Background: an optimization exercise with open tools, aiming at small area, a short achievable clock period and few clock cycles per item. Do not read the settings as production practice.
Only simulation tests tie the RTL to the original design; equivalence was not proved.
Power is estimated from default activity; no workload was simulated.

==> design/flow/design.v <==
`timescale 1ns / 1ps
package jrc_pkg;
  localparam int N_RANGES = 2;
  localparam int MAX_JETS = 16;
  localparam int Q_DEPTH  = 2;
  localparam int ADDR_W   = 6;
  localparam int DATA_W   = 64;
  localparam logic [16:0] WEIGHT_ONE  = 17'd65536;
  localparam logic [16:0] WEIGHT_HALF = 17'd32768;
  localparam logic [2:0] REG_PT_MIN  = 3'd0;
  localparam logic [2:0] REG_PT_MAX  = 3'd1;
  localparam logic [2:0] REG_MASK    = 3'd2;
  localparam logic [2:0] REG_FUZZY   = 3'd3;
  localparam logic [2:0] REG_E_INV   = 3'd4;
  localparam logic [2:0] REG_Y_INV   = 3'd5;
  localparam logic [2:0] REG_RANGES  = 3'd6;
  localparam logic [2:0] REG_COUNT   = 3'd7;
  typedef struct packed {
    logic               action;
    logic [3:0]         jet_number;
    logic [19:0]        jet_pt;
    logic signed [15:0] jet_rapidity;
    logic signed [15:0] rapidity_shift;
  } jrc_in_t;
  typedef struct packed {
    logic        matched;
    logic [16:0] cut_weight;
    logic [3:0]  held_jet;
  } jrc_out_t;
  typedef struct packed {
    logic               clear;
    logic               listed;
    logic [3:0]         jet_number;
    logic [19:0]        jet_pt;
    logic signed [15:0] rapidity;
  } jrc_job_t;
  typedef struct packed {
    logic [19:0] pt_minimum;
    logic [19:0] pt_maximum;
    logic        fuzzy_enable;
    logic [23:0] energy_width_inverse;
    logic [23:0] rapidity_width_inverse;
    logic [63:0] rapidity_ranges;
    logic [1:0]  range_count;
  } jrc_cfg_t;
endpackage
`timescale 1ns / 1ps
`timescale 1ns / 1ps
`timescale 1ns / 1ps
`timescale 1ns / 1ps
module fuzzy_jet_region_cut_unit (
  input  logic                          clk,
  input  logic                          rst_n,
  input  logic                          in_valid,
  output logic                          in_ready,
  input  jrc_pkg::jrc_in_t              in_data,
  output logic                          out_valid,
  input  logic                          out_ready,
  output jrc_pkg::jrc_out_t             out_data,
  input  logic                          psel,
  input  logic                          penable,
  input  logic                          pwrite,
  input  logic [jrc_pkg::ADDR_W-1:0]    paddr,
  input  logic [jrc_pkg::DATA_W-1:0]    pwdata,
  output logic [jrc_pkg::DATA_W-1:0]    prdata,
  output logic                          pready
);
  localparam logic [1:0] C_FAIL  = 2'd0;
  localparam logic [1:0] C_ONE   = 2'd1;
  localparam logic [1:0] C_HALF  = 2'd2;
  localparam logic [1:0] C_MAYBE = 2'd3;
  logic [19:0] pt_min_r;
  logic [19:0] pt_max_r;
  logic [15:0] mask_r;
  logic        fuzzy_r;
  logic [23:0] e_inv_r;
  logic [23:0] y_inv_r;
  logic [63:0] ranges_r;
  logic [1:0]  count_r;
  logic        swap0_r, swap1_r;     
  logic        wr_en;
  logic [2:0]  reg_idx;
  assign pready  = 1'b1;
  assign wr_en   = psel && penable && pwrite;
  assign reg_idx = paddr[5:3];
  always_ff @(posedge clk) begin
    if (!rst_n) begin
      pt_min_r <= 20'd0;
      pt_max_r <= 20'hFFFFF;
      mask_r   <= 16'd0;
      fuzzy_r  <= 1'b0;
      e_inv_r  <= 24'd1024;
      y_inv_r  <= 24'd320;
      ranges_r <= 64'd0;
      count_r  <= 2'd0;
      swap0_r  <= 1'b0;
      swap1_r  <= 1'b0;
    end else if (wr_en) begin
      case (reg_idx)
        jrc_pkg::REG_PT_MIN: pt_min_r <= pwdata[19:0];
        jrc_pkg::REG_PT_MAX: pt_max_r <= pwdata[19:0];
        jrc_pkg::REG_MASK:   mask_r   <= pwdata[15:0];
        jrc_pkg::REG_FUZZY:  fuzzy_r  <= pwdata[0];
        jrc_pkg::REG_E_INV:  e_inv_r  <= pwdata[23:0];
        jrc_pkg::REG_Y_INV:  y_inv_r  <= pwdata[23:0];
        jrc_pkg::REG_RANGES: begin
          ranges_r <= pwdata;
          swap0_r  <= $signed(pwdata[15:0]) > $signed(pwdata[31:16]);
          swap1_r  <= $signed(pwdata[47:32]) > $signed(pwdata[63:48]);
        end
        jrc_pkg::REG_COUNT:  count_r  <= pwdata[1:0];
        default: ;
      endcase
    end
  end
  always_comb begin
    case (reg_idx)
      jrc_pkg::REG_PT_MIN: prdata = 64'(pt_min_r);
      jrc_pkg::REG_PT_MAX: prdata = 64'(pt_max_r);
      jrc_pkg::REG_MASK:   prdata = 64'(mask_r);
      jrc_pkg::REG_FUZZY:  prdata = 64'(fuzzy_r);
      jrc_pkg::REG_E_INV:  prdata = 64'(e_inv_r);
      jrc_pkg::REG_Y_INV:  prdata = 64'(y_inv_r);
      jrc_pkg::REG_RANGES: prdata = ranges_r;
      jrc_pkg::REG_COUNT:  prdata = 64'(count_r);
      default:             prdata = '0;
    endcase
  end
  logic               job_v;
  logic               job_clear;
  logic               job_listed;
  logic [3:0]         job_num;
  logic [19:0]        job_pt;
  logic signed [15:0] job_y;
  logic signed [16:0] y_sum;
  logic signed [15:0] y_sat;
  logic               commit;
  always_comb begin
    y_sum = 17'(in_data.jet_rapidity) + 17'(in_data.rapidity_shift);
    if (y_sum[16] != y_sum[15]) begin
      y_sat = y_sum[16] ? 16'sh8000 : 16'sh7FFF;
    end else begin
      y_sat = y_sum[15:0];
    end
  end
  logic               skid_v;
  logic               skid_clear;
  logic               skid_listed;
  logic [3:0]         skid_num;
  logic [19:0]        skid_pt;
  logic signed [15:0] skid_y;
  logic               in_listed;
  logic               job_take;
  assign in_ready  = !skid_v;
  assign in_listed = (mask_r == 16'd0) || mask_r[in_data.jet_number];
  assign job_take  = !job_v || commit;
  always_ff @(posedge clk) begin
    if (!rst_n) begin
      job_v  <= 1'b0;
      skid_v <= 1'b0;
    end else begin
      if (job_take) begin
        job_v  <= skid_v || in_valid;
        skid_v <= 1'b0;
      end else if (in_valid && !skid_v) begin
        skid_v <= 1'b1;
      end
    end
    if (job_take) begin
      if (skid_v) begin
        job_clear  <= skid_clear;
        job_listed <= skid_listed;
        job_num    <= skid_num;
        job_pt     <= skid_pt;
        job_y      <= skid_y;
      end else begin
        job_clear  <= in_data.action;
        job_listed <= in_listed;
        job_num    <= in_data.jet_number;
        job_pt     <= in_data.jet_pt;
        job_y      <= y_sat;
      end
    end
    if (!skid_v) begin
      skid_clear  <= in_data.action;
      skid_listed <= in_listed;
      skid_num    <= in_data.jet_number;
      skid_pt     <= in_data.jet_pt;
      skid_y      <= y_sat;
    end
  end
  function automatic logic [1:0] classify(input logic signed [20:0] d,
                                          input logic [15:0] sfx,
                                          input logic fz);
    logic        neg;
    logic        dz;
    logic [19:0] m;
    logic        big;
    logic [1:0]  c;
    neg = d[20];
    dz  = (d == 21'sd0);
    m   = neg ? ~d[19:0] : d[19:0];
    m[0] = m[0] | neg;
    big = 1'b0;
    for (int i = 0; i < 20; i++) begin
      big = big | (m[i] & sfx[(i >= 15) ? 0 : (15 - i)]);
    end
    if (!fz) begin
      c = (neg || dz) ? C_FAIL : C_ONE;
    end else if (!sfx[0] || dz) begin
      c = C_HALF;
    end else if (big) begin
      c = neg ? C_FAIL : C_ONE;
    end else begin
      c = C_MAYBE;
    end
    classify = c;
  endfunction
  function automatic logic [15:0] suffix_or(input logic [23:0] s);
    logic [15:0] r;
    for (int j = 0; j < 16; j++) begin
      r[j] = |(s >> j);
    end
    suffix_or = r;
  endfunction
  function automatic logic [20:0] sub21(input logic [20:0] x, input logic [20:0] y);
    logic [20:0] p, g, gg, pp, r;
    p = x ^ ~y;
    g = x & ~y;
    gg = g;
    pp = p;
    gg[0] = g[0] | p[0];
    pp[0] = 1'b0;
    for (int l = 1; l < 32; l = l * 2) begin
      for (int i = 2 * l - 1; i < 21; i = i + 2 * l) begin
        gg[i] = gg[i] | (pp[i] & gg[i - l]);
        pp[i] = pp[i] & pp[i - l];
      end
    end
    for (int l = 8; l >= 1; l = l / 2) begin
      for (int i = 3 * l - 1; i < 21; i = i + 2 * l) begin
        gg[i] = gg[i] | (pp[i] & gg[i - l]);
        pp[i] = pp[i] & pp[i - l];
      end
    end
    r[0] = ~p[0];
    for (int i = 1; i < 21; i++) begin
      r[i] = p[i] ^ gg[i - 1];
    end
    sub21 = r;
  endfunction
  function automatic logic [16:0] sub17(input logic [16:0] x, input logic [16:0] y);
    logic [16:0] p, g, gg, pp, r;
    p = x ^ ~y;
    g = x & ~y;
    gg = g;
    pp = p;
    gg[0] = g[0] | p[0];
    pp[0] = 1'b0;
    for (int l = 1; l < 32; l = l * 2) begin
      for (int i = 2 * l - 1; i < 17; i = i + 2 * l) begin
        gg[i] = gg[i] | (pp[i] & gg[i - l]);
        pp[i] = pp[i] & pp[i - l];
      end
    end
    for (int l = 8; l >= 1; l = l / 2) begin
      for (int i = 3 * l - 1; i < 17; i = i + 2 * l) begin
        gg[i] = gg[i] | (pp[i] & gg[i - l]);
        pp[i] = pp[i] & pp[i - l];
      end
    end
    r[0] = ~p[0];
    for (int i = 1; i < 17; i++) begin
      r[i] = p[i] ^ gg[i - 1];
    end
    sub17 = r;
  endfunction
  logic [15:0]        e_sfx, y_sfx;
  logic signed [15:0] lo0, hi0, lo1, hi1;
  logic [5:0][20:0]   d;
  logic [5:0][1:0]    cls;
  logic [5:0]         F, H, M;
  logic [1:0]         n_rng;
  always_comb begin
    e_sfx = suffix_or(e_inv_r);
    y_sfx = suffix_or(y_inv_r);
    lo0 = swap0_r ? ranges_r[31:16] : ranges_r[15:0];
    hi0 = swap0_r ? ranges_r[15:0]  : ranges_r[31:16];
    lo1 = swap1_r ? ranges_r[63:48] : ranges_r[47:32];
    hi1 = swap1_r ? ranges_r[47:32] : ranges_r[63:48];
    d[0] = sub21({1'b0, job_pt}, {1'b0, pt_min_r});
    d[1] = sub21({1'b0, pt_max_r}, {1'b0, job_pt});
    d[2] = 21'($signed(sub17(17'(job_y), 17'(lo0))));
    d[3] = 21'($signed(sub17(17'(hi0), 17'(job_y))));
    d[4] = 21'($signed(sub17(17'(job_y), 17'(lo1))));
    d[5] = 21'($signed(sub17(17'(hi1), 17'(job_y))));
    for (int b = 0; b < 6; b++) begin
      cls[b] = classify(d[b], (b < 2) ? e_sfx : y_sfx, fuzzy_r);
      F[b]   = (cls[b] == C_FAIL);
      H[b]   = (cls[b] == C_HALF);
      M[b]   = (cls[b] == C_MAYBE);
    end
    n_rng = (count_r == 2'd3) ? 2'd2 : count_r;
  end
  logic        tested;
  logic        slow;
  logic        pt_ok;
  logic [1:0]  r_dead, r_m, r_pass;
  logic [2:0]  r_h0, r_h1;
  logic        r_ok;
  logic [2:0]  h_pt, h_all;
  logic        fast_pass;
  logic [16:0] fast_w;
  logic        full_r;
  logic        busy_r;
  always_comb begin
    tested    = !job_clear && job_listed && !full_r;
    pt_ok     = !F[0] && !F[1];
    r_dead[0] = F[2] || F[3];
    r_dead[1] = F[4] || F[5];
    r_m[0]    = !r_dead[0] && (M[2] || M[3]);
    r_m[1]    = !r_dead[1] && (M[4] || M[5]);
    r_pass[0] = !r_dead[0] && !M[2] && !M[3];
    r_pass[1] = !r_dead[1] && !M[4] && !M[5];
    r_h0      = 3'(H[2]) + 3'(H[3]);
    r_h1      = 3'(H[4]) + 3'(H[5]);
    r_ok      = (n_rng == 2'd0) || !r_dead[0] || ((n_rng == 2'd2) && !r_dead[1]);
    slow      = pt_ok && r_ok &&
                (M[0] || M[1] ||
                 ((n_rng != 2'd0) && (r_m[0] || ((n_rng == 2'd2) && r_dead[0] && r_m[1]))));
    h_pt      = 3'(H[0]) + 3'(H[1]);
    if (n_rng == 2'd0) begin
      h_all = h_pt;
    end else if (!r_dead[0]) begin
      h_all = h_pt + r_h0;
    end else begin
      h_all = h_pt + r_h1;
    end
    fast_pass = pt_ok && r_ok;
    fast_w    = fast_pass ? (jrc_pkg::WEIGHT_ONE >> h_all) : 17'd0;
  end
  localparam int K = 4;                 
  logic [2:0]  pos_r;
  logic        rdy_r;                   
  logic        mul_r;
  logic        mkind_r;                 
  logic [1:0]  cnt_r;
  logic [16:0] rw_r;
  logic [16:0] acc_r;
  logic [15:0] lo_r;
  logic [15:0] mx;
  logic [15+K:0] pp;
  logic [16+K:0] msum;
  logic [15:0] pd;
  logic [1:0]  pcls;
  logic        pneg;
  logic        fpass;
  logic [16:0] fval;
  logic        fp;
  logic [16:0] f;
  logic [16:0] a_op;
  logic        enter;
  logic        start_p, start_r, r_lo_rw, r_lo_half;
  logic        adv;
  logic [2:0]  pos_nxt;
  logic [2:0]  pdsel;
  logic        nm;
  logic        set_w, set_rw;
  logic [16:0] w_set, rw_set;
  logic        eng_done, eng_pass;
  logic [16:0] eng_w;
  logic        res_pass;
  logic [16:0] res_w;
  logic        out_free;
  logic        out_valid_r;
  logic        matched_r;
  logic [16:0] weight_r;
  logic [3:0]  held_r;
  assign out_free = !out_valid_r || out_ready;
  assign enter    = !busy_r && job_v && tested && slow && out_free;
  always_comb begin
    if (!mkind_r) begin
      mx = (pos_r < 3'd2) ? e_inv_r[15:0] : y_inv_r[15:0];
    end else begin
      mx = (pos_r == 3'd1 || pos_r == 3'd6) ? weight_r[15:0] : rw_r[15:0];
    end
    pp   = mx * lo_r[K-1:0];
    msum = acc_r + pp;
    case (pos_r)
      3'd0:    begin pcls = cls[0]; pneg = d[0][20]; end
      3'd1:    begin pcls = cls[1]; pneg = d[1][20]; end
      3'd2:    begin pcls = cls[2]; pneg = d[2][20]; end
      3'd3:    begin pcls = cls[3]; pneg = d[3][20]; end
      3'd4:    begin pcls = cls[4]; pneg = d[4][20]; end
      default: begin pcls = cls[5]; pneg = d[5][20]; end
    endcase
    if (pneg) begin
      fpass = (lo_r != 16'd0) && !lo_r[15];
      fval  = {1'b0, lo_r};
    end else begin
      fpass = 1'b1;
      fval  = acc_r[0] ? jrc_pkg::WEIGHT_ONE : {1'b0, lo_r};
    end
    if (pcls == C_MAYBE) begin
      fp = fpass;
      f  = fval;
    end else begin
      fp = (pcls != C_FAIL);
      f  = (pcls == C_HALF) ? jrc_pkg::WEIGHT_HALF : jrc_pkg::WEIGHT_ONE;
    end
    a_op = (pos_r == 3'd1 || pos_r == 3'd6) ? weight_r : rw_r;
  end
  always_comb begin
    start_p   = 1'b0;
    start_r   = 1'b0;
    r_lo_rw   = 1'b0;
    r_lo_half = 1'b0;
    adv       = 1'b0;
    pos_nxt   = pos_r + 3'd1;
    set_w     = 1'b0;
    set_rw    = 1'b0;
    w_set     = f;
    rw_set    = f;
    eng_done  = 1'b0;
    eng_pass  = 1'b0;
    eng_w     = weight_r;
    if (!busy_r) begin
      if (enter) begin
        set_w = 1'b1;
        if (M[0] || M[1]) begin
          w_set   = jrc_pkg::WEIGHT_ONE;
          pos_nxt = 3'd0;
        end else begin
          w_set   = jrc_pkg::WEIGHT_ONE >> h_pt;
          pos_nxt = r_m[0] ? 3'd2 : 3'd4;
        end
      end
    end else if (mul_r) begin
    end else if (pos_r == 3'd6) begin
      eng_pass = 1'b1;
      if (weight_r[16]) begin
        eng_done = 1'b1;
        eng_w    = rw_r;
      end else if (rw_r[16]) begin
        eng_done = 1'b1;
        eng_w    = weight_r;
      end else if (rdy_r) begin
        eng_done = 1'b1;
        eng_w    = {1'b0, acc_r[15:0]};
      end else begin
        start_r = 1'b1;
        r_lo_rw = 1'b1;
      end
    end else if (pcls == C_MAYBE && !rdy_r) begin
      start_p = 1'b1;
    end else if (!fp && !(rdy_r && mkind_r)) begin
      if ((pos_r == 3'd2 || pos_r == 3'd3) && n_rng == 2'd2) begin
        adv     = 1'b1;
        pos_nxt = 3'd4;
      end else begin
        eng_done = 1'b1;
      end
    end else if (!pos_r[0] && pos_r != 3'd6) begin
      adv = 1'b1;
      if (pos_r == 3'd0) begin
        set_w = 1'b1;
      end else begin
        set_rw = 1'b1;
      end
    end else begin
      if (rdy_r && mkind_r) begin
        w_set  = {1'b0, acc_r[15:0]};
        rw_set = {1'b0, acc_r[15:0]};
        adv    = 1'b1;
      end else if (a_op[16]) begin
        adv = 1'b1;
      end else if (f[16]) begin
        w_set  = a_op;
        rw_set = a_op;
        adv    = 1'b1;
      end else begin
        start_r   = 1'b1;
        r_lo_half = (pcls != C_MAYBE);
      end
      if (adv) begin
        if (pos_r == 3'd1) begin
          set_w = 1'b1;
          if (n_rng == 2'd0) begin
            eng_done = 1'b1;
            eng_pass = 1'b1;
            eng_w    = w_set;
          end
        end else begin
          set_rw  = 1'b1;
          pos_nxt = 3'd6;
          if (weight_r[16] || rw_set[16]) begin
            eng_done = 1'b1;
            eng_pass = 1'b1;
            eng_w    = weight_r[16] ? rw_set : weight_r;
          end
        end
      end
    end
    pdsel = (enter || adv) ? pos_nxt : pos_r;
    case (pdsel)
      3'd0:    begin nm = M[0]; pd = d[0][15:0]; end
      3'd1:    begin nm = M[1]; pd = d[1][15:0]; end
      3'd2:    begin nm = M[2]; pd = d[2][15:0]; end
      3'd3:    begin nm = M[3]; pd = d[3][15:0]; end
      3'd4:    begin nm = M[4]; pd = d[4][15:0]; end
      3'd5:    begin nm = M[5]; pd = d[5][15:0]; end
      default: begin nm = 1'b0; pd = d[5][15:0]; end
    endcase
    if ((enter || adv) && nm && !eng_done) begin
      start_p = 1'b1;
    end
  end
  assign commit   = job_v && out_free && (busy_r ? eng_done : !(tested && slow));
  assign res_pass = busy_r ? eng_pass : fast_pass;
  assign res_w    = busy_r ? eng_w : fast_w;
  always_ff @(posedge clk) begin
    if (!rst_n) begin
      busy_r      <= 1'b0;
      out_valid_r <= 1'b0;
      full_r      <= 1'b0;
      weight_r    <= jrc_pkg::WEIGHT_ONE;
      held_r      <= 4'd0;
    end else begin
      out_valid_r <= commit || (out_valid_r && !out_ready);
      if (enter) begin
        busy_r <= 1'b1;
      end else if (commit) begin
        busy_r <= 1'b0;
      end
      if (commit) begin
        if (job_clear) begin
          full_r <= 1'b0;
        end else if (tested) begin
          full_r   <= res_pass;
          weight_r <= res_pass ? res_w : 17'd0;
          if (res_pass) held_r <= job_num;
        end
      end else if (set_w) begin
        weight_r <= w_set;
      end
    end
    if (commit) begin
      matched_r <= !job_clear && tested && res_pass;
    end
    if (set_rw) begin
      rw_r <= rw_set;
    end
    if (enter || adv) begin
      pos_r <= pos_nxt;
      rdy_r <= 1'b0;
    end
    if (busy_r && mul_r) begin
      acc_r <= msum[16+K:K];
      lo_r  <= {msum[K-1:0], lo_r[15:K]};
      cnt_r <= cnt_r + 2'd1;
      if (cnt_r == 2'(16 / K - 1)) begin
        mul_r <= 1'b0;
        rdy_r <= 1'b1;
      end
    end else if (start_p || start_r) begin
      acc_r   <= 17'(jrc_pkg::WEIGHT_HALF);
      if (start_p) begin
        lo_r <= pd;
      end else if (r_lo_rw) begin
        lo_r <= rw_r[15:0];
      end else if (r_lo_half) begin
        lo_r <= 16'h8000;
      end
      mul_r   <= 1'b1;
      mkind_r <= start_r;
      cnt_r   <= 2'd0;
    end
    if (!busy_r && !enter) begin
      mul_r <= 1'b0;
    end
  end
  assign out_valid          = out_valid_r;
  assign out_data.matched    = matched_r;
  assign out_data.cut_weight = weight_r;
  assign out_data.held_jet   = held_r;
endmodule
`timescale 1ns / 1ps
module jet_region_cut (
  input  logic        clk,
  input  logic        rst_n,
  input  logic        in_valid,
  output logic        in_ready,
  input  logic [56:0] in_data,
  output logic        out_valid,
  input  logic        out_ready,
  output logic [21:0] out_data,
  input  logic        psel,
  input  logic        penable,
  input  logic        pwrite,
  input  logic [5:0]  paddr,
  input  logic [63:0] pwdata,
  output logic [63:0] prdata,
  output logic        pready
);
  jrc_pkg::jrc_in_t  in_s;
  jrc_pkg::jrc_out_t out_s;
  assign in_s     = in_data;
  assign out_data = out_s;
  fuzzy_jet_region_cut_unit u_unit (
    .clk       (clk),
    .rst_n     (rst_n),
    .in_valid  (in_valid),
    .in_ready  (in_ready),
    .in_data   (in_s),
    .out_valid (out_valid),
    .out_ready (out_ready),
    .out_data  (out_s),
    .psel      (psel),
    .penable   (penable),
    .pwrite    (pwrite),
    .paddr     (paddr),
    .pwdata    (pwdata),
    .prdata    (prdata),
    .pready    (pready)
  );
endmodule
==> design/flow/flow/run.sh <==
#!/bin/bash
set -euo pipefail
bash standard.sh SETUP_SLACK_MARGIN=6 finish > standard_flow.log 2>&1
==> design/flow/standard.sh <==
#!/bin/bash
# synth_recipe.tcl (not shown) runs the flow's synth.tcl, then flattens the netlist and writes it again
# the make line also repeats each setting of config.mk as NAME=value (left out here)
make -C /OpenROAD-flow-scripts/flow DESIGN_CONFIG=/design/flow/config.mk WORK_HOME=/design/flow/orfs CLKGATE_MAP_FILE= SYNTH_SCRIPT=/design/flow/synth_recipe.tcl "${@:-finish}"
==> design/flow/config.mk <==
export PLATFORM = sky130hd
export DESIGN_NAME = jet_region_cut
export DESIGN_NICKNAME = jet_region_cut
export VERILOG_FILES = /design/flow/design.v
export SDC_FILE = /design/flow/constraint.sdc
export NUM_CORES = 4
export LEC_CHECK = 0
export ABC_AREA = 1
export CAP_MARGIN = 20
export CORE_MARGIN = 2
export CORE_UTILIZATION = 40
export CTS_BUF_LIST = sky130_fd_sc_hd__clkbuf_8
export CTS_CLUSTER_SIZE = 30
export SLEW_MARGIN = 20
==> design/flow/constraint.sdc <==
create_clock -name core_clock -period 12.5 [get_ports {clk}]
set_input_delay 2.5000 -clock core_clock [delete_from_list [all_inputs] [get_ports {clk}]]
set_output_delay 2.5000 -clock core_clock [all_outputs]
set_load 0.01 [all_outputs]
==> results.cfg, run 1 <==
[synthesis]
synth.area.mux_share_pct = 0
netlist.area_leader.share_pct = 17.4
synth_edf_count = 96
synth_compound_area_share_pct = 17.0
ys_warn_count = 1
synth_cell_types = 64
synth.area.top_cells = dfxtp_1 (17%), nand2_1 (13%), edfxtp_1 (10%), ha_1 (8.3%), inv_1 (7.1%)
synth_fa_ha_area_share_pct = 15.2
yosysSeqAreaShare_pct = 27.6
synth_xor_area_share_pct = 1.77
synth_cells = 4121
yosysTopAreaCell = dfxtp_1
async_flop_share_pct = 0
synthTopCellsByCount = nand2_1 (984), inv_1 (537), o21ai_0 (368)
synthFlopType = dfxtp_1
syn_area_um2 = 28200
synth_top_family_by_area = simple AND/OR/NAND/NOR gates
syn_avg_cell_area_um2 = 6.85
ys_seq_elements = 342
synth.most_common_cell = nand2_1
synth-simple-area-share_pct = 28.2

[worst_setup_path]
path_max_fanout = 7
cpMaxStageDelayCell = a221oi_4
crit_buf_inv = 5
cp_top_family = buffers and inverters
cp.arrival_ns = 4.05
path_class = primary input to output pin
cp-start-kind = primary input
worstPathRequired_ns = 10.00
worstPathCellList = buf_2 -> inv_4 -> nor2_1 -> buf_6 -> buf_4 -> a221oi_4 -> o2111ai_2 -> dlygate4sd2_1
max_stage_delay_ns = 0.38
crit_path_end_kind = output pin

[sta]
finalCriticalPeriod_ns = 6.55
slew_headroom_pct = 23.2
fin_setup_tns_ns = 0
max_slew.worst_pin.slew_ns = 1.15
max_freq_ghz = 0.153
hold_viol_final = 0
min_period_over_period_pct = 52.4
setup_viol = 0
slew_violations = 0
rsz0062_at_grt = true
fin_worst_skew_ns = 0.0507

[clock_tree]
cts_tree = yes
h-tree-depth = 3
clkTransAtPathRegs_ns = 0.06
cts_root_buf = clkbuf_8
cts_hold_buf = 0
clkLatencyLatePin_ns = 0.70
clock-sinks = 342
clk_path_buf_depth = 3
cts_buffers = 66

[run]
maxCapViolations = 0

[min_path]
min_path_type = register to register

[die]
io_pins = 223
fp-row-count = 97
die_w_um = 270
dieArea_um2 = 72700
die_h_um = 270
core_um2 = 69900
start_util_pct = 40.4

[layout]
nFillCells = 7154
seq_area_um2 = 7830
fin_nets = 4797
drive_above_1_share_pct = 13.3
stdcell_area_um2 = 35000
multi_input_area_um2 = 19100
area_growth_pct = 23.9

[route]
drc = 0
drt_iter0_markers = 3002
antenna_left = 0
avgViaCountPerCell = 5.50
vias = 29551
firstDrtPassIters = 7
wl_per_cell_um = 21.3
wirelength_mm = 114

[placed_design]
portBuffers = 218
placed_area_um2 = 31100
hpwl_mm = 85.8
gp_congestion = 0.982

[global_route]
grt_pass1_wl_mm = 168
grt_max_degree = 103
track_usage_pct = 30.2
grt_antenna_before_repair = 1
grt_pass1_vias = 27355
grt-ovfl-total = 0

[pwr]
cellPowerDensity_nw_per_um2 = 107
p_leak_nw = 16.0
ir_worst_vdd_v = 0.0000657

[outcome]
status = complete, no violations
[power breakdown]
part	total, W	internal [W]	switching, W	leakage (nW)
clock network	0.00118	0.000592	0.000583	0.741
logic	0.00133	0.000474	0.000856	12.3
registers	0.00125	0.00120	0.0000536	2.95
[cell type report]
cell class	instances	area share [%]
diodes	2	0.0143
clock buffers	68	2.67
clock inverters	54	1.17
inverters	556	6.16
multi-input cells	3057	54.4
flip-flops and latches	342	22.4
well taps	940	3.36
repair buffers	353	9.79
repair inverters	2	0.0322
[state kept, by name, indices dropped and copies added, names as in the netlist, 4 cells and up]
| signal | cells |
|---|---|
| u_unit.acc_r | 17 |
| u_unit.e_inv_r | 24 |
| u_unit.held_r | 4 |
| u_unit.job_num | 4 |
| u_unit.job_pt | 20 |
| u_unit.job_y | 16 |
| u_unit.lo_r | 16 |
| u_unit.mask_r | 16 |
| u_unit.pt_max_r | 20 |
| u_unit.pt_min_r | 20 |
| u_unit.ranges_r | 64 |
| u_unit.rw_r | 17 |
| u_unit.skid_num | 4 |
| u_unit.skid_pt | 20 |
| u_unit.skid_y | 16 |
| u_unit.weight_r | 17 |
| u_unit.y_inv_r | 24 |
[worst register-to-register path, delay by kind of cell, from the launching register on]
family                     cells  cell delay (ns)
AOI/OAI and AO/OA              3             0.51
xor gates and xnor gates       1             0.50
adders and majority gates      3             0.95
buffers and inverters          8             1.07
DFF                            1             0.38
and+or+nand+nor               24             2.61
[stage by stage]
stage	hold WS, ns	worst slack [ns]	cells	util, %	power, W
detailed placement	0.435	3.89	5136	44.5	0.00245
global route	0.473	5.88	5374	50.1	0.00395
floorplan	0.418	6.12	4121	-	0.00205
global placement	0.432	4.00	5136	44.5	0.00245
CTS	0.452	5.95	5303	48.1	0.00366
finish	0.449	5.95	5374	50.1	0.00376
[cell families after synthesis]
family          Yosys count
other cells               1
flops                   342
buf+inv                 725
simple gates           1853
xor+xnor                 57
fa+ha+maj               285
compound gates          858
[cells in the final DEF, fill, tap and decap left out, drive strengths merged, types with 98 or more instances in the layout]
cell type	instances
nand3	348
buf	143
inv	570
dfxtp	246
a21oi	285
ha	187
clkdlybuf4s50	151
o21ai	392
fa	98
nand2	1023
nor2	355
[worst paths after layout]
check / depth (start not counted) / from / to / slack (ns)
worst min-delay path: 2 / u_unit.skid_pt[16] / u_unit.skid_pt[16] / 0.45
worst max register to register: 39 / u_unit.swap1_r / u_unit.acc_r[13] / 6.19
worst min register to register: 2 / u_unit.skid_pt[16] / u_unit.skid_pt[16] / 0.45
worst max-delay path: 8 / paddr[5] / prdata[5] / 5.95
[timing repair]
item                                    4_1_cts  5_1_grt
cloned                                        8        5
setup buffers                                37       64
pin swaps                                    27       95
endpoints found under the setup margin      203      185
gates resized for setup                     251      248
[per-layer routing]
| metal | vias up | share of wire (%) | track usage [%] | wire, um |
|---|---|---|---|---|
| met5 | - | 0 | 0 | 0 |
| met4 | 0 | 5.6 | 15.3 | 6360 |
| met3 | 279 | 8.2 | 5.51 | 9330 |
| met2 | 1369 | 44 | 47.7 | 50900 |
| met1 | 13698 | 42 | 39.6 | 47800 |
| li1 | 14205 | - | - | - |
Testbench counts, summed over its fixed seeds: cycles 9,448, items 7,756.
==> inputs of run 2 (changes only) <==
==> design/flow/flow/run.sh (replaced) <==
#!/bin/bash
# The standard layout (standard.sh: the standard synthesis, floorplan, placement,
# CTS, routing and finish) with two changes:
#  - ORFS's timing repair aims 6 ns under the clock period, not at most 5 ns;
#  - every input and output port still gets its own buffer (buffer_ports), but the
#    buffer is sky130_fd_sc_hd__buf_1 instead of the clkdlybuf4s50_1 it picks itself.
# The full make output goes to standard_flow.log here; ORFS's own logs are under orfs/logs.
set -euo pipefail
bash standard.sh SETUP_SLACK_MARGIN=6 "BUFFER_PORTS_ARGS=-buffer_cell sky130_fd_sc_hd__buf_1" finish > standard_flow.log 2>&1
==> run 2 against run 1 <==
Compared with the run above: setup slack lost 0.045 ns; critical endpoint is now prdata[1]; utilization shrank 1.5 points; hold slack is essentially flat; still clean on timing, DRC and antenna; count of clock-buffer cells in the layout grew 1; largest cell class unchanged; critical path depth grew 3.
==> results.cfg, run 2 <==
[die]
die_h_um = 270
die_w_um = 270
dieArea_um2 = 72700
start_util_pct = 40.4
io_pins = 223
core_um2 = 69900
fp-row-count = 97

[clock_tree]
cts_buffers = 66
cts_tree = yes
clkLatencyLatePin_ns = 0.68
cts_root_buf = clkbuf_8
clkTransAtPathRegs_ns = 0.05
cts_hold_buf = 0
h-tree-depth = 3
clock-sinks = 342
clk_path_buf_depth = 3

[outcome]
status = complete, no violations

[sta]
min_period_over_period_pct = 52.8
max_slew.worst_pin.slew_ns = 1.11
slew_violations = 0
whs_ns = 0.450
max_freq_ghz = 0.152
setup_viol = 0
finalCriticalPeriod_ns = 6.60
slew_headroom_pct = 25.4
rsz0062_at_grt = true
fin_worst_skew_ns = 0.0548
hold_viol_final = 0
fin_setup_tns_ns = 0

[min_path]
hp-start = u_unit.skid_pt[8]
min_path_type = register to register

[layout]
largest_register_ffs = 64
top_regs = u_unit.ranges_r (64), u_unit.e_inv_r (24), u_unit.y_inv_r (24)
final_common_cell = nand2_1
regMostFlops = u_unit.ranges_r
instances_no_fill = 5390
area_growth_pct = 20.2
seq_area_um2 = 7820
fin_util_pct = 48.5
drive_above_1_share_pct = 13.4
multi_input_area_um2 = 19000
layout_common_cells = nand2_1 (957), inv_1 (533), o21ai_0 (319)
nFillCells = 7177
fin_nets = 4815

[pwr]
p_leak_nw = 15.0
ir_worst_vdd_v = 0.0000720
cellPowerDensity_nw_per_um2 = 112

[synthesis]
syn_avg_cell_area_um2 = 6.85
synth.area.top_cells = dfxtp_1 (17%), nand2_1 (13%), edfxtp_1 (10%), ha_1 (8.3%), inv_1 (7.1%)
syn_area_um2 = 28200
ys_seq_elements = 342
yosysSeqAreaShare_pct = 27.6
netlist.area_leader.share_pct = 17.4
yosysTopAreaCell = dfxtp_1
synth_cell_types = 64
async_flop_share_pct = 0
synth_edf_count = 96
synth_cells = 4121
synth.most_common_cell = nand2_1
synthFlopType = dfxtp_1
synthTopCellsByCount = nand2_1 (984), inv_1 (537), o21ai_0 (368)
ys_warn_count = 1

[run]
maxCapViolations = 0

[worst_setup_path]
max_stage_delay_ns = 0.31
cp.arrival_ns = 4.10
worstPathCellList = buf_2 -> inv_2 -> nor2_2 -> buf_6 -> buf_4 -> buf_4 -> nand2_1 -> o21ai_0 -> a221oi_2 -> o2111ai_1 -> buf_1
path_class = primary input to output pin
cp-start-kind = primary input
path_max_fanout = 7
crit_path_end_kind = output pin
cpMaxStageDelayCell = a221oi_2
crit_top_cell = buf_4
startpoint = paddr[5]
worstPathRequired_ns = 10.00
reg2reg_from = u_unit.swap1_r

[global_route]
grt_antenna_before_repair = 2
track_usage_pct = 29.2
grt_max_degree = 113
grt-ovfl-total = 0
grt_pass1_vias = 26796
grt_pass1_wl_mm = 164

[route]
drc = 0
avgViaCountPerCell = 5.58
antenna_left = 0
firstDrtPassIters = 8
wirelength_mm = 114
vias = 30097
wl_per_cell_um = 21.1
drt_iter0_markers = 3445

[placed_design]
hpwl_mm = 83.9
portBuffers = 218
gp_congestion = 1.01
dp.cells = 5137
-- run 2: changes by cell type in the layout (fill, tap and decap cells not counted), moves of 20 or more --
cell,delta
buf_1,+202
clkdlybuf4s50_1,-151
dlygate4sd2_1,-23
dlymetal6s2s_1,-22
o21ai_1,+20
-- run 2: worst paths after layout --
path,endpoint,slack [ns],depth (start not counted)
min,u_unit.skid_pt[8],0.45,2
min reg2reg,u_unit.skid_pt[8],0.45,2
max reg2reg,u_unit.acc_r[10],6.01,45
max,prdata[1],5.90,11
-- run 2: layout make-up --
class	count	area share, %
diodes	2	0.0147
clock buffers	69	2.80
clock inverters	51	1.31
inverters	556	6.37
multi-input cells	3060	56.1
flip-flops and latches	342	23.1
well taps	940	3.47
repair buffers	367	6.82
repair inverters	3	0.0811
-- run 2: kinds of logic (layout without fill, tap and decap cells) --
| kind of cell | count (synthesis) | after routing | synth area share [%] |
|---|---|---|---|
| buf+inv | 725 | 1046 | 10.1 |
| fa+ha+maj | 285 | 285 | 15.2 |
| xor+xnor | 57 | 57 | 1.77 |
| compound gates | 858 | 858 | 17.0 |
| flops | 342 | 342 | 27.6 |
| simple gates | 1853 | 1859 | 28.2 |
| other cells | 1 | 3 | 0.0133 |
-- run 2: repair_timing --
action	4_1_cts	5_1_grt
gates cloned	4	15
setup buffers	25	87
gates resized for setup	125	288
pin swaps	18	97
hold endpoints to repair	0	0
setup endpoints to repair	211	147
-- run 2: stage by stage --
stage / instance area [um2] / power (W) / setup slack, ns
6_report: 33900 / 0.00379 / 5.90
2_1_floorplan: 28200 / 0.00205 / 6.12
3_3_place_gp: 29700 / 0.00240 / 3.98
5_1_grt: 33900 / 0.00398 / 5.79
3_5_place_dp: 29700 / 0.00241 / 3.81
4_1_cts: 31900 / 0.00365 / 5.99
-- run 2: power breakdown --
part / leakage, nW / switching [W] / internal, W
Clock: 0.757 / 0.000566 / 0.000654
Combinational: 11.3 / 0.000863 / 0.000454
Sequential: 2.95 / 0.0000532 / 0.00120
Total: 15.0 / 0.00148 / 0.00231
-- run 2: worst max-delay path, delay by kind of cell --
kind,cells,cell delay (ns)
simple gates,2,0.09
compound gates,3,0.66
buf+inv,6,0.85
-- run 2: layer usage --
metal / vias to the layer above / share of wire [%] / track usage, %
li1: 14247 / - / -
met1: 13972 / 41 / 39.4
met2: 1561 / 45 / 46.9
met3: 317 / 8.6 / 4.07
met4: 0 / 5.1 / 12.0
met5: - / 0 / 0
==> inputs of run 3 (changes only) <==
==> design/flow/flow/run.sh (replaced) <==
#!/bin/bash
# The standard layout (standard.sh: the standard synthesis, floorplan, placement,
# CTS, routing and finish) with two changes:
#  - ORFS's timing repair aims 6 ns under the clock period, not at most 5 ns;
#  - every input and output port still gets its own buffer (buffer_ports), but the
#    buffer is sky130_fd_sc_hd__buf_2 instead of the clkdlybuf4s50_1 it picks itself.
# The full make output goes to standard_flow.log here; ORFS's own logs are under orfs/logs.
set -euo pipefail
bash standard.sh SETUP_SLACK_MARGIN=6 "BUFFER_PORTS_ARGS=-buffer_cell sky130_fd_sc_hd__buf_2" finish > standard_flow.log 2>&1
==> run 3 against run 2 <==
Compared with the run above: largest power group unchanged; sequential share of layout area shrank 0.27 points; via count down 1.5%; die area did not move; synthesized area did not move; still clean; count of clock-buffer cells in the layout shrank 1; hold slack worse by 0.0013 ns; global-route usage up 0.62 points; final cell count about the same.
==> results.cfg, run 3 <==
[die]
dieArea_um2 = 72700
fp-row-count = 97
die_w_um = 270
start_util_pct = 40.4
die_h_um = 270
core_um2 = 69900
io_pins = 223

[pwr]
cellPowerDensity_nw_per_um2 = 109
p_leak_nw = 15.9
switching_share_pct = 39.3
intPower_w = 0.00228
p_comb_share_pct = 35.2
ir_worst_vdd_v = 0.0000989
p_sw_w = 0.00148
seqPwrFrac_pct = 33.3
fin_total_pwr_w = 0.00375
power.share.clock_pct = 31.5

[worst_setup_path]
path_class = primary input to output pin
worstPathRequired_ns = 10.00
reg2reg_to = u_unit.lo_r[3]
cp.arrival_ns = 4.04
cp-start-kind = primary input
r2r_slack_ns = 6.10
reg2reg_depth = 43
crit_path_end_kind = output pin
path_max_fanout = 14
reg2reg_from = u_unit.swap1_r

[min_path]
hold_path_depth = 2
whs_endpoint = u_unit.skid_pt[8]
hp-start = u_unit.skid_pt[8]
min_path_type = register to register

[sta]
finalCriticalPeriod_ns = 6.54
min_period_over_period_pct = 52.3
fin_worst_skew_ns = 0.0590
max_slew.worst_pin.slew_ns = 1.19
hold_viol_final = 0
rsz0062_at_grt = true
setup_viol = 0
fin_setup_tns_ns = 0
slew_headroom_pct = 20.4
slew_violations = 0
max_freq_ghz = 0.153

[clock_tree]
clock-sinks = 342
cts_root_buf = clkbuf_8
clk_path_buf_depth = 3
clkTransAtPathRegs_ns = 0.05
clkLatencyLatePin_ns = 0.74
cts_hold_buf = 0
h-tree-depth = 2
cts_buffers = 61
cts_tree = yes

[placed_design]
hpwl_mm = 86.3
dp.cells = 5137
gp_congestion = 0.970
portBuffers = 218
placed_area_um2 = 30000

[route]
avgViaCountPerCell = 5.51
wirelength_mm = 116
vias = 29659
antenna_left = 0
firstDrtPassIters = 6
drc = 0
wl_per_cell_um = 21.5
drt_iter0_markers = 3134

[global_route]
track_usage_pct = 29.8
grt-ovfl-total = 0
grt_pass1_vias = 26705
grt_max_degree = 81
grt_antenna_before_repair = 4
grt_pass1_wl_mm = 166

[synthesis]
synthFlopType = dfxtp_1
async_flop_share_pct = 0
synth.area.top_cells = dfxtp_1 (17%), nand2_1 (13%), edfxtp_1 (10%), ha_1 (8.3%), inv_1 (7.1%)
yosysSeqAreaShare_pct = 27.6
ys_warn_count = 1
synth_cell_types = 64
synthTopCellsByCount = nand2_1 (984), inv_1 (537), o21ai_0 (368)
yosysTopAreaCell = dfxtp_1
synth_cells = 4121
synth_edf_count = 96
syn_avg_cell_area_um2 = 6.85
synth.most_common_cell = nand2_1
ys_seq_elements = 342
syn_area_um2 = 28200
netlist.area_leader.share_pct = 17.4

[layout]
fin_nets = 4812
layout_common_cells = nand2_1 (950), inv_1 (537), o21ai_0 (331)
regMostFlops = u_unit.ranges_r
area_growth_pct = 21.6
instances_no_fill = 5387
largest_register_ffs = 64
drive_above_1_share_pct = 18.1
final_common_cell = nand2_1
top_regs = u_unit.ranges_r (64), u_unit.e_inv_r (24), u_unit.y_inv_r (24)
stdcell_area_um2 = 34300

[outcome]
status = complete, no violations

[run]
maxCapViolations = 0
## run 3: changes by cell type in the layout (fill, tap and decap cells not counted), sizes merged
cell      delta
buf          +3
bufinv       +1
clkbuf       -3
clkinv       -3
clkinvlp     +4
diode        -1
inv          -6
nand2        +2
nand3        -1
nor2         +1
## run 3: metrics by stage
step           hold slack, ns  setup slack [ns]  util (%)
2_1_floorplan           0.418              6.12         -
3_3_place_gp            0.433              3.67      42.9
3_5_place_dp            0.436              3.73      42.9
4_1_cts                 0.453              5.81      46.2
5_1_grt                 0.472              5.80      49.1
6_report                0.448              5.96      49.1
## run 3: worst max-delay path by stage
stage	from	to	slack [ns]	cells past startpoint
after detailed placement	u_unit.pos_r[0]	u_unit.acc_r[16]	3.73	38
after CTS	u_unit.pos_r[0]	u_unit.acc_r[16]	5.81	38
after floorplan	u_unit.swap1_r	u_unit.lo_r[0]	6.12	44
final	paddr[4]	prdata[0]	5.96	11
after global placement	u_unit.pos_r[0]	u_unit.acc_r[16]	3.67	38
after global routing	u_unit.pos_r[0]	u_unit.acc_r[16]	5.80	38
## run 3: power groups by stage
stage / sequential (W) / clock [W] / combinational, W
2_1_floorplan: 0.00125 / 0 / 0.000802
3_3_place_gp: 0.00127 / 0 / 0.00116
3_5_place_dp: 0.00127 / 0 / 0.00116
4_1_cts: 0.00125 / 0.00120 / 0.00120
5_1_grt: 0.00125 / 0.00125 / 0.00144
6_report: 0.00125 / 0.00118 / 0.00132
## run 3: kinds of logic after synthesis
kind of cell / count (synthesis) / share of synthesized area, %
other: 1 / 0.0133
DFF: 342 / 27.6
xor gates and xnor gates: 57 / 1.77
AOI/OAI and AO/OA: 858 / 17.0
and+or+nand+nor: 1853 / 28.2
adders and majority gates: 285 / 15.2
buffers and inverters: 725 / 10.1
## run 3: repair_timing
action,in CTS,in global routing
setup buffers,32,81
pin swaps,22,108
gates resized for setup,135,267
endpoints found under the setup margin,195,148
cloned,4,16
## run 3: worst max-delay path, stage by stage
cell	delay, ns
buf_4	0.14
nor2_2	0.04
inv_1	0.08
nor2_2	0.04
buf_6	0.13
clkinvlp_4	0.09
buf_12	0.15
o22ai_1	0.10
a221oi_2	0.33
o2111ai_2	0.22
buf_2	0.19
## run 3: per-layer routing
layer	vias to the layer above	share of wire, %	track usage, %
met3	250	8.0	3.68
met2	1415	46	48.7
met1	13770	42	40.3
met5	-	0	0
li1	14224	-	-
met4	0	4.6	11.3
## run 3: layout make-up
type / count / area [um2]
diodes: 1 / 2.50
fillers: 7102 / 35600
inverters: 556 / 2170
repair inverters: 2 / 13.8
well taps: 940 / 1180
flip-flops and latches: 342 / 7830
repair buffers: 368 / 2610
clock buffers: 68 / 936
multi-input cells: 3062 / 19200
clock inverters: 48 / 430
==> inputs of run 4 (changes only) <==
--- a/design/flow/flow/run.sh
+++ b/design/flow/flow/run.sh
@@ -8,2 +8,2 @@
 set -euo pipefail
-bash standard.sh SETUP_SLACK_MARGIN=6 "BUFFER_PORTS_ARGS=-buffer_cell sky130_fd_sc_hd__buf_2" finish > standard_flow.log 2>&1
+bash standard.sh SETUP_SLACK_MARGIN=6 REMOVE_ABC_BUFFERS=1 "BUFFER_PORTS_ARGS=-buffer_cell sky130_fd_sc_hd__buf_2" finish > standard_flow.log 2>&1
==> run 4 against run 3 <==
Compared with the run above: setup slack better by 0.010 ns; sequential cell count unchanged; sequential power about the same; count of clock-buffer cells in the layout up 11; routed wire length down 2.1%; still clean; design area down 0.48%; maximum frequency up 0.16%; clock skew up 0.0067 ns.
==> results.cfg, run 4 <==
[outcome]
status = complete, no violations

[global_route]
grt_antenna_before_repair = 4
grt_max_degree = 110
grt_pass1_vias = 27171
grt_pass1_wl_mm = 167
grt-ovfl-total = 0
track_usage_pct = 29.9

[clock_tree]
clock-sinks = 342
cts_hold_buf = 0
cts_buffers = 68
cts_tree = yes
clkTransAtPathRegs_ns = 0.05
clkLatencyLatePin_ns = 0.70
clk_path_buf_depth = 3
cts_root_buf = clkbuf_8
h-tree-depth = 3

[synthesis]
synth_edf_count = 96
synth.most_common_cell = nand2_1
yosysSeqAreaShare_pct = 27.6
syn_area_um2 = 28200
ys_seq_elements = 342
yosysTopAreaCell = dfxtp_1
synth_cells = 4121
synth_cell_types = 64
netlist.area_leader.share_pct = 17.4
async_flop_share_pct = 0
ys_warn_count = 1
synthFlopType = dfxtp_1
syn_avg_cell_area_um2 = 6.85
synth.area.top_cells = dfxtp_1 (17%), nand2_1 (13%), edfxtp_1 (10%), ha_1 (8.3%), inv_1 (7.1%)
synthTopCellsByCount = nand2_1 (984), inv_1 (537), o21ai_0 (368)

[worst_setup_path]
cpMaxStageDelayCell = a221oi_2
crit_buf_inv = 6
cp-start-kind = primary input
worstPathCellList = buf_8 -> inv_6 -> nor2_2 -> buf_6 -> buf_6 -> buf_6 -> nand2_1 -> o21ai_1 -> a221oi_2 -> o2111ai_2 -> buf_2
path_class = primary input to output pin
cp.arrival_ns = 4.03
cp-endpoint = prdata[1]
crit_top_cell = buf_6
cp.depth = 11
startpoint = paddr[5]
reg2reg_depth = 38
worstPathRequired_ns = 10.00
crit_path_end_kind = output pin
cp_top_family = buffers and inverters
r2r_slack_ns = 6.09
reg2reg_to = u_unit.acc_r[16]
max_stage_delay_ns = 0.35
reg2reg_from = u_unit.job_pt[0]
path_max_fanout = 7

[route]
avgViaCountPerCell = 5.53
antenna_left = 0
wl_per_cell_um = 21.0
vias = 29780
drc = 0
wirelength_mm = 113
drt_iter0_markers = 3443
firstDrtPassIters = 6

[die]
io_pins = 223
die_w_um = 270
die_h_um = 270
start_util_pct = 40.4
core_um2 = 69900
dieArea_um2 = 72700
fp-row-count = 97

[layout]
final_common_cell = nand2_1
area_growth_pct = 21.0
top_regs = u_unit.ranges_r (64), u_unit.e_inv_r (24), u_unit.y_inv_r (24)
layout_common_cells = nand2_1 (947), inv_1 (537), o21ai_0 (328)
largest_register_ffs = 64
stdcell_area_um2 = 34200
drive_above_1_share_pct = 18.0
regMostFlops = u_unit.ranges_r
fin_nets = 4810

[min_path]
min_path_type = register to register

[pwr]
p_sw_w = 0.00150
power.share.clock_pct = 33.7
cellPowerDensity_nw_per_um2 = 113
intPower_w = 0.00238
ir_worst_vdd_v = 0.0000640
seqPwrFrac_pct = 32.2
p_comb_share_pct = 34.0
p_leak_nw = 15.8
switching_share_pct = 38.6
fin_total_pwr_w = 0.00388

[sta]
max_slew.worst_pin.slew_ns = 1.13
fin_worst_skew_ns = 0.0656
finalCriticalPeriod_ns = 6.53
rsz0062_at_grt = true
fin_setup_tns_ns = 0
slew_headroom_pct = 24.6
whs_ns = 0.444
max_freq_ghz = 0.153
setup_viol = 0
slew_violations = 0
min_period_over_period_pct = 52.2
hold_viol_final = 0

[placed_design]
placed_area_um2 = 30000
hpwl_mm = 84.1
portBuffers = 218
gp_congestion = 1.02

[run]
maxCapViolations = 0
==> run 4: layout make-up <==
class / count / area (um2)
Timing Repair Buffer: 363 / 2480
Inverter: 556 / 2180
Sequential cell: 342 / 7820
Tap cell: 940 / 1180
Fill cell: 7166 / 35700
Clock buffer: 79 / 1090
Antenna cell: 2 / 5.00
Clock inverter: 47 / 438
Multi-Input combinational cell: 3060 / 19000
==> run 4: worst min-delay path: cells and delay by family (launching register included) <==
kind / cells / cell delay [ns]
flops: 1 / 0.30
simple gates: 2 / 0.11
==> run 4: per-layer routing <==
layer / GRT usage, % / wire length, um
met4: 13.6 / 6230
met1: 40.1 / 47000
met5: 0 / 0
met2: 47.2 / 50400
met3: 4.87 / 9640
==> run 4: power by group through the flow <==
stage	Sequential [W]	Clock, W	Combinational, W
final	0.00125	0.00131	0.00132
after floorplan	0.00125	0	0.000769
after global placement	0.00127	0	0.00115
after CTS	0.00125	0.00133	0.00121
after global routing	0.00125	0.00137	0.00144
after detailed placement	0.00127	0	0.00116
==> run 4: kinds of logic after synthesis <==
kind of cell,count (synthesis),share of synthesized area [%]
other,1,0.0133
AND/OR/NAND/NOR,1853,28.2
buffers and inverters,725,10.1
AO/OA/AOI/OAI,858,17.0
adder cells (fa/ha/maj),285,15.2
XOR/XNOR,57,1.77
flip-flops,342,27.6
==> run 4: repair_timing <==
action / 4_1_cts / 5_1_grt
setup buffers: 56 / 58
pin swaps: 32 / 100
gates cloned: 8 / 3
setup endpoints to repair: 228 / 153
resized for setup: 178 / 211
==> run 4: worst min-delay path by stage <==
stage / startpoint / end / slack (ns) / depth (start not counted)
2_1_floorplan: u_unit.skid_clear / u_unit.skid_clear / 0.42 / 2
3_3_place_gp: u_unit.skid_pt[18] / u_unit.skid_pt[18] / 0.43 / 2
3_5_place_dp: u_unit.skid_pt[7] / u_unit.skid_pt[7] / 0.43 / 2
4_1_cts: u_unit.skid_pt[18] / u_unit.skid_pt[18] / 0.45 / 2
5_1_grt: u_unit.skid_pt[18] / u_unit.skid_pt[18] / 0.46 / 2
6_report: u_unit.skid_pt[19] / u_unit.skid_pt[19] / 0.44 / 2
==> run 4: metrics by stage <==
stage / cells / setup WS (ns) / util (%)
6_report: 5389 / 5.97 / 48.9
4_1_cts: 5325 / 5.96 / 47.0
2_1_floorplan: 3952 / 3.40 / -
3_5_place_dp: 5135 / 3.20 / 42.9
5_1_grt: 5388 / 5.80 / 48.9
3_3_place_gp: 5135 / 3.43 / 42.9
==> inputs of run 5 (changes only) <==
--- a/design/flow/flow/run.sh
+++ b/design/flow/flow/run.sh
@@ -4,2 +4,4 @@
 #  - ORFS's timing repair aims 6 ns under the clock period, not at most 5 ns;
+#  - the buffers ABC put in the synthesized netlist are removed at floorplan
+#    (REMOVE_ABC_BUFFERS=1), leaving buffering to the resizer;
 #  - every input and output port still gets its own buffer (buffer_ports), but the
==> run 5 against run 4 <==
Compared with the run above: die area did not move; hold slack unchanged; via count did not move; combinational power is essentially flat; count of clock-buffer cells in the layout stayed put; sequential share of layout area unchanged; critical path depth stayed put; utilization unchanged; clock skew did not move; non-clock buffer count unchanged; global-route usage stayed put; design area is the same; critical endpoint unchanged; largest cell class unchanged; largest power group unchanged.
==> results.cfg, run 5 <==
[pwr]
p_leak_nw = 15.8
cellPowerDensity_nw_per_um2 = 113
ir_worst_vdd_v = 0.0000640

[synthesis]
async_flop_share_pct = 0
yosysTopAreaCell = dfxtp_1
synth_edf_count = 96
ys_seq_elements = 342
yosysSeqAreaShare_pct = 27.6
syn_area_um2 = 28200
netlist.area_leader.share_pct = 17.4
synthTopCellsByCount = nand2_1 (984), inv_1 (537), o21ai_0 (368)
synth_cell_types = 64
synth.most_common_cell = nand2_1
synthFlopType = dfxtp_1
ys_warn_count = 1
synth_cells = 4121
synth.area.top_cells = dfxtp_1 (17%), nand2_1 (13%), edfxtp_1 (10%), ha_1 (8.3%), inv_1 (7.1%)
syn_avg_cell_area_um2 = 6.85

[die]
start_util_pct = 40.4
dieArea_um2 = 72700
io_pins = 223
core_um2 = 69900
die_w_um = 270
fp-row-count = 97
die_h_um = 270

[placed_design]
portBuffers = 218
hpwl_mm = 84.1
gp_congestion = 1.02
placed_area_um2 = 30000

[layout]
area_growth_pct = 21.0
stdcell_area_um2 = 34200
top_regs = u_unit.ranges_r (64), u_unit.e_inv_r (24), u_unit.y_inv_r (24)
layout_common_cells = nand2_1 (947), inv_1 (537), o21ai_0 (328)
nFillCells = 7166
fin_nets = 4810
fin_util_pct = 48.9
final_common_cell = nand2_1
largest_register_ffs = 64
regMostFlops = u_unit.ranges_r
drive_above_1_share_pct = 18.0

[clock_tree]
cts_root_buf = clkbuf_8
clock-sinks = 342
cts_buffers = 68
clk_path_buf_depth = 3
clkTransAtPathRegs_ns = 0.05
cts_hold_buf = 0
cts_tree = yes
h-tree-depth = 3
clkLatencyLatePin_ns = 0.70

[sta]
slew_headroom_pct = 24.6
rsz0062_at_grt = true
fin_setup_tns_ns = 0
slew_violations = 0
max_freq_ghz = 0.153
hold_viol_final = 0
setup_viol = 0
max_slew.worst_pin.slew_ns = 1.13
fin_worst_skew_ns = 0.0656
min_period_over_period_pct = 52.2
finalCriticalPeriod_ns = 6.53

[global_route]
grt_pass1_vias = 27171
track_usage_pct = 29.9
grt_antenna_before_repair = 4
grt_max_degree = 110
grt_pass1_wl_mm = 167
grt-ovfl-total = 0

[route]
wl_met2_mm = 50.4
wl_met1_mm = 47.0
wl_met3_mm = 9.64
top_layer = met4
drc = 0
antenna_left = 0
avgViaCountPerCell = 5.53
drt_iter0_markers = 3443
wl_per_cell_um = 21.0
wirelength_mm = 113
firstDrtPassIters = 6
vias = 29780

[min_path]
hold_path_depth = 2
hp-start = u_unit.skid_pt[19]
min_path_type = register to register

[worst_setup_path]
crit_buf_inv = 6
path_max_fanout = 7
cpMaxStageDelayCell = a221oi_2
startpoint = paddr[5]
worstPathCellList = buf_8 -> inv_6 -> nor2_2 -> buf_6 -> buf_6 -> buf_6 -> nand2_1 -> o21ai_1 -> a221oi_2 -> o2111ai_2 -> buf_2
cp.depth = 11
crit_top_cell = buf_6
cp_top_family = buffers and inverters
reg2reg_depth = 38
cp-start-kind = primary input
path_class = primary input to output pin
max_stage_delay_ns = 0.35
cp.arrival_ns = 4.03
worstPathRequired_ns = 10.00
reg2reg_from = u_unit.job_pt[0]
crit_path_end_kind = output pin

[run]
maxCapViolations = 0

[outcome]
status = complete, no violations
==> run 5: cell counts after synthesis <==
Identical to the previous run, type by type.
==> run 5: cells by family (layout without fill, tap and decap cells) <==
family	after synthesis	in the layout	synth area share, %
simple gates	1853	1859	28.2
compound gates	858	858	17.0
buf+inv	725	1045	10.1
flops	342	342	27.6
fa+ha+maj	285	285	15.2
xor+xnor	57	57	1.77
other cells	1	3	0.0133
==> run 5: per-stage QoR <==
stage          total power (W)  cells  hold WS, ns  setup WS, ns
6_report               0.00388   5389        0.444          5.97
5_1_grt                0.00406   5388        0.461          5.80
4_1_cts                0.00379   5325        0.447          5.96
3_5_place_dp           0.00243   5135        0.433          3.20
3_3_place_gp           0.00242   5135        0.432          3.43
2_1_floorplan          0.00202   3952        0.418          3.40
==> run 5: area by class of cell <==
cell class	instances	area, um2	area share [%]
clock inverter	47	438	1.28
tap	940	1180	3.44
antenna	2	5.00	0.0146
clock buffer	79	1090	3.18
multi-input combinational	3060	19000	55.6
sequential	342	7820	22.9
inverter	556	2180	6.39
timing repair buffer	363	2480	7.26
==> run 5: worst min-delay path, stage by stage (launching register included) <==
cell,delay (ns)
dfxtp_1,0.30
nand2_1,0.04
nand2_1,0.07
==> run 5: power by group <==
part | total, W | switching (W) | internal [W]
logic | 0.00132 | 0.000872 | 0.000448
registers | 0.00125 | 0.0000522 | 0.00120
clock network | 0.00131 | 0.000574 | 0.000734
==> run 5: worst paths after layout <==
| check | end | slack (ns) |
|---|---|---|
| max | prdata[1] | 5.97 |
| min reg2reg | u_unit.skid_pt[19] | 0.44 |
| min | u_unit.skid_pt[19] | 0.44 |
| max reg2reg | u_unit.acc_r[16] | 6.09 |
==> run 5: timing repair <==
item,in CTS,in global routing
resized for setup,178,211
pin swaps,32,100
setup endpoints to repair,228,153
setup buffers,56,58
gates cloned,8,3
==> run 5: metal layers <==
| layer | track usage [%] | up-vias |
|---|---|---|
| li1 | - | 14246 |
| met1 | 40.1 | 13763 |
| met2 | 47.2 | 1465 |
| met3 | 4.87 | 306 |
| met4 | 13.6 | 0 |
| met5 | 0 | - |
==> inputs of run 6 (changes only) <==
--- a/design/flow/flow/run.sh
+++ b/design/flow/flow/run.sh
@@ -3,3 +3,3 @@
 # CTS, routing and finish) with two changes:
-#  - ORFS's timing repair aims 6 ns under the clock period, not at most 5 ns;
+#  - ORFS's timing repair aims 6.3 ns under the clock period, not at most 5 ns;
 #  - the buffers ABC put in the synthesized netlist are removed at floorplan
@@ -10,2 +10,2 @@
 set -euo pipefail
-bash standard.sh SETUP_SLACK_MARGIN=6 REMOVE_ABC_BUFFERS=1 "BUFFER_PORTS_ARGS=-buffer_cell sky130_fd_sc_hd__buf_2" finish > standard_flow.log 2>&1
+bash standard.sh SETUP_SLACK_MARGIN=6.3 REMOVE_ABC_BUFFERS=1 "BUFFER_PORTS_ARGS=-buffer_cell sky130_fd_sc_hd__buf_2" finish > standard_flow.log 2>&1
==> run 6 against run 5 <==
Compared with the run above: setup slack improved by 0.089 ns; via count grew 1.9%; clock power hardly changed; utilization up 2.6 points; combinational power grew 6%; synthesized cell count is the same; clock skew grew 0.0054 ns; sequential cell count unchanged; first-iteration DRC count is 7.0% higher; total power up 2.2%.
==> results.cfg, run 6 <==
[global_route]
grt_antenna_before_repair = 4
grt_pass1_wl_mm = 171
met2_usage_pct = 48.3
track_usage_pct = 30.5
grt_max_degree = 110
use_met3_pct = 5.42
use_met1_pct = 40.3
grt-ovfl-total = 0
grt_pass1_vias = 27725
busiest_layer = met2

[die]
die_h_um = 270
io_pins = 223
fp-row-count = 97
core_um2 = 69900
start_util_pct = 40.4
die_w_um = 270
dieArea_um2 = 72700

[route]
wl_per_cell_um = 21.4
avgViaCountPerCell = 5.57
antenna_left = 0
drt_iter0_markers = 3685
wirelength_mm = 116
drc = 0
vias = 30335
firstDrtPassIters = 8

[synthesis]
synthFlopType = dfxtp_1
ys_seq_elements = 342
netlist.area_leader.share_pct = 17.4
async_flop_share_pct = 0
ys_warn_count = 1
synth.area.top_cells = dfxtp_1 (17%), nand2_1 (13%), edfxtp_1 (10%), ha_1 (8.3%), inv_1 (7.1%)
syn_avg_cell_area_um2 = 6.85
yosysTopAreaCell = dfxtp_1
synth_edf_count = 96
synth.most_common_cell = nand2_1
synth_cells = 4121
yosysSeqAreaShare_pct = 27.6
synthTopCellsByCount = nand2_1 (984), inv_1 (537), o21ai_0 (368)
synth_cell_types = 64
syn_area_um2 = 28200

[layout]
final_common_cell = nand2_1
fin_nets = 4871
stdcell_area_um2 = 36000
regMostFlops = u_unit.ranges_r
largest_register_ffs = 64
top_regs = u_unit.ranges_r (64), u_unit.e_inv_r (24), u_unit.y_inv_r (24)
area_growth_pct = 27.6
layout_common_cells = nand2_1 (908), inv_1 (523), o21ai_0 (319)
drive_above_1_share_pct = 23.1
nFillCells = 6908
fin_util_pct = 51.5

[clock_tree]
clkLatencyLatePin_ns = 0.70
cts_buffers = 68
h-tree-depth = 3
clock-sinks = 342
clk_path_buf_depth = 3
cts_tree = yes
clkTransAtPathRegs_ns = 0.05
cts_hold_buf = 0
cts_root_buf = clkbuf_8

[sta]
setup_viol = 0
finalCriticalPeriod_ns = 6.44
max_slew.worst_pin.slew_ns = 1.14
layout_setup_ws_ns = 6.06
hold_viol_final = 0
max_freq_ghz = 0.155
rsz0062_at_grt = true
slew_headroom_pct = 24.3
min_period_over_period_pct = 51.5
fin_setup_tns_ns = 0
fin_worst_skew_ns = 0.0710
slew_violations = 0

[placed_design]
gp_congestion = 1.02
hpwl_mm = 84.1
portBuffers = 218
placed_area_um2 = 30000
dp_slack_ns = 3.20

[worst_setup_path]
path_max_fanout = 6
cp.arrival_ns = 3.94
path_class = primary input to output pin
cp-start-kind = primary input
crit_path_end_kind = output pin
worstPathRequired_ns = 10.00

[min_path]
min_path_type = register to register

[run]
maxCapViolations = 0

[pwr]
p_leak_nw = 16.5
ir_worst_vdd_v = 0.0000667
cellPowerDensity_nw_per_um2 = 110

[outcome]
status = complete, no violations
[run 6: cell counts after synthesis]
No cell type changed its count.
[run 6: final cells by class]
type                            instances  area [um2]  share of cell area (%)
Sequential cell                       342        7830                    21.7
Multi-Input combinational cell       3062       20100                    55.8
Timing Repair inverter                  3        28.8                  0.0799
Timing Repair Buffer                  419        3130                    8.69
Antenna cell                            2        5.00                  0.0139
Clock inverter                         47         438                    1.22
Inverter                              556        2220                    6.15
Clock buffer                           79        1090                    3.02
Tap cell                              940        1180                    3.26
[run 6: logic make-up after synthesis]
kind of cell    synth area share [%]
compound gates                  17.0
flops                           27.6
simple gates                    28.2
xor+xnor                        1.77
other cells                   0.0133
buf+inv                         10.1
fa+ha+maj                       15.2
[run 6: where the power goes]
group          switching [W]  total (W)  internal (W)  leakage, nW
sequential         0.0000532    0.00125       0.00120         2.95
clock               0.000576    0.00131      0.000734        0.852
combinational       0.000915    0.00140      0.000488         12.7
[run 6: final timing paths]
path                       from                  to  slack [ns]  cells past startpoint
max                    paddr[4]           prdata[4]        6.06                      9
min          u_unit.skid_pt[19]  u_unit.skid_pt[19]        0.44                      2
max reg2reg    u_unit.job_pt[0]    u_unit.acc_r[15]        6.17                     33
min reg2reg  u_unit.skid_pt[19]  u_unit.skid_pt[19]        0.44                      2
[run 6: per-layer routing]
metal  vias up  routed length [um]
met5         -                   0
met4         0                6260
met3       326               10400
met2      1545               52500
met1     14081               47300
li1      14383                   -
[run 6: per-stage QoR]
stage,hold slack (ns),std cells,total power (W)
2_1_floorplan,0.418,3952,0.00202
3_3_place_gp,0.432,5135,0.00242
3_5_place_dp,0.433,5135,0.00243
4_1_cts,0.447,5369,0.00383
5_1_grt,0.461,5449,0.00415
6_report,0.444,5450,0.00396
[run 6: timing repair]
item | in CTS | in global routing
resized for setup | 316 | 367
pin swaps | 83 | 160
endpoints found under the setup margin | 242 | 162
setup buffers | 94 | 73
gates cloned | 14 | 5
[run 6: critical path: stages]
cell and delay, ns:
buf_12 0.11, clkinvlp_4 0.12, nor3_4 0.06, buf_4 0.14, clkbuf_16 0.18, buf_4 0.15
a221oi_4 0.31, o2111ai_2 0.19, buf_2 0.17

[afterwards: timing with drivers on the ports]
The results above use ideal ports. As a check the final layouts listed here were re-extracted and re-timed, cells and wires unchanged. Step 1, drivers: a clkbuf_16 drives clk and a buf_2 each remaining input, both assumed. Step 2 adds t to the input delays and takes it off the output delays; t is the mean of the earliest and latest rising clock arrival at the registers after step 1. Input paths then give back, and output paths get back, about the clock's delay inside the block. a / b / c = no drivers / after step 1 / after step 2; a / b = the first two.
run | shift t [ns] | slack for setup (ns) | worst setup path after step 2
run 1 | 0.742 | 5.946 / 5.923 / 5.888 | input to register
run 2 | 0.726 | 5.901 / 5.841 / 5.841 | input to output
run 3 | 0.774 | 5.962 / 5.924 / 5.924 | input to output
run 4 | 0.724 | 5.972 / 5.903 / 5.903 | input to output
run 5 | 0.724 | 5.972 / 5.903 / 5.903 | input to output
run 6 | 0.728 | 6.061 / 6.014 / 6.014 | input to output
After both steps every run listed still meets setup and hold.
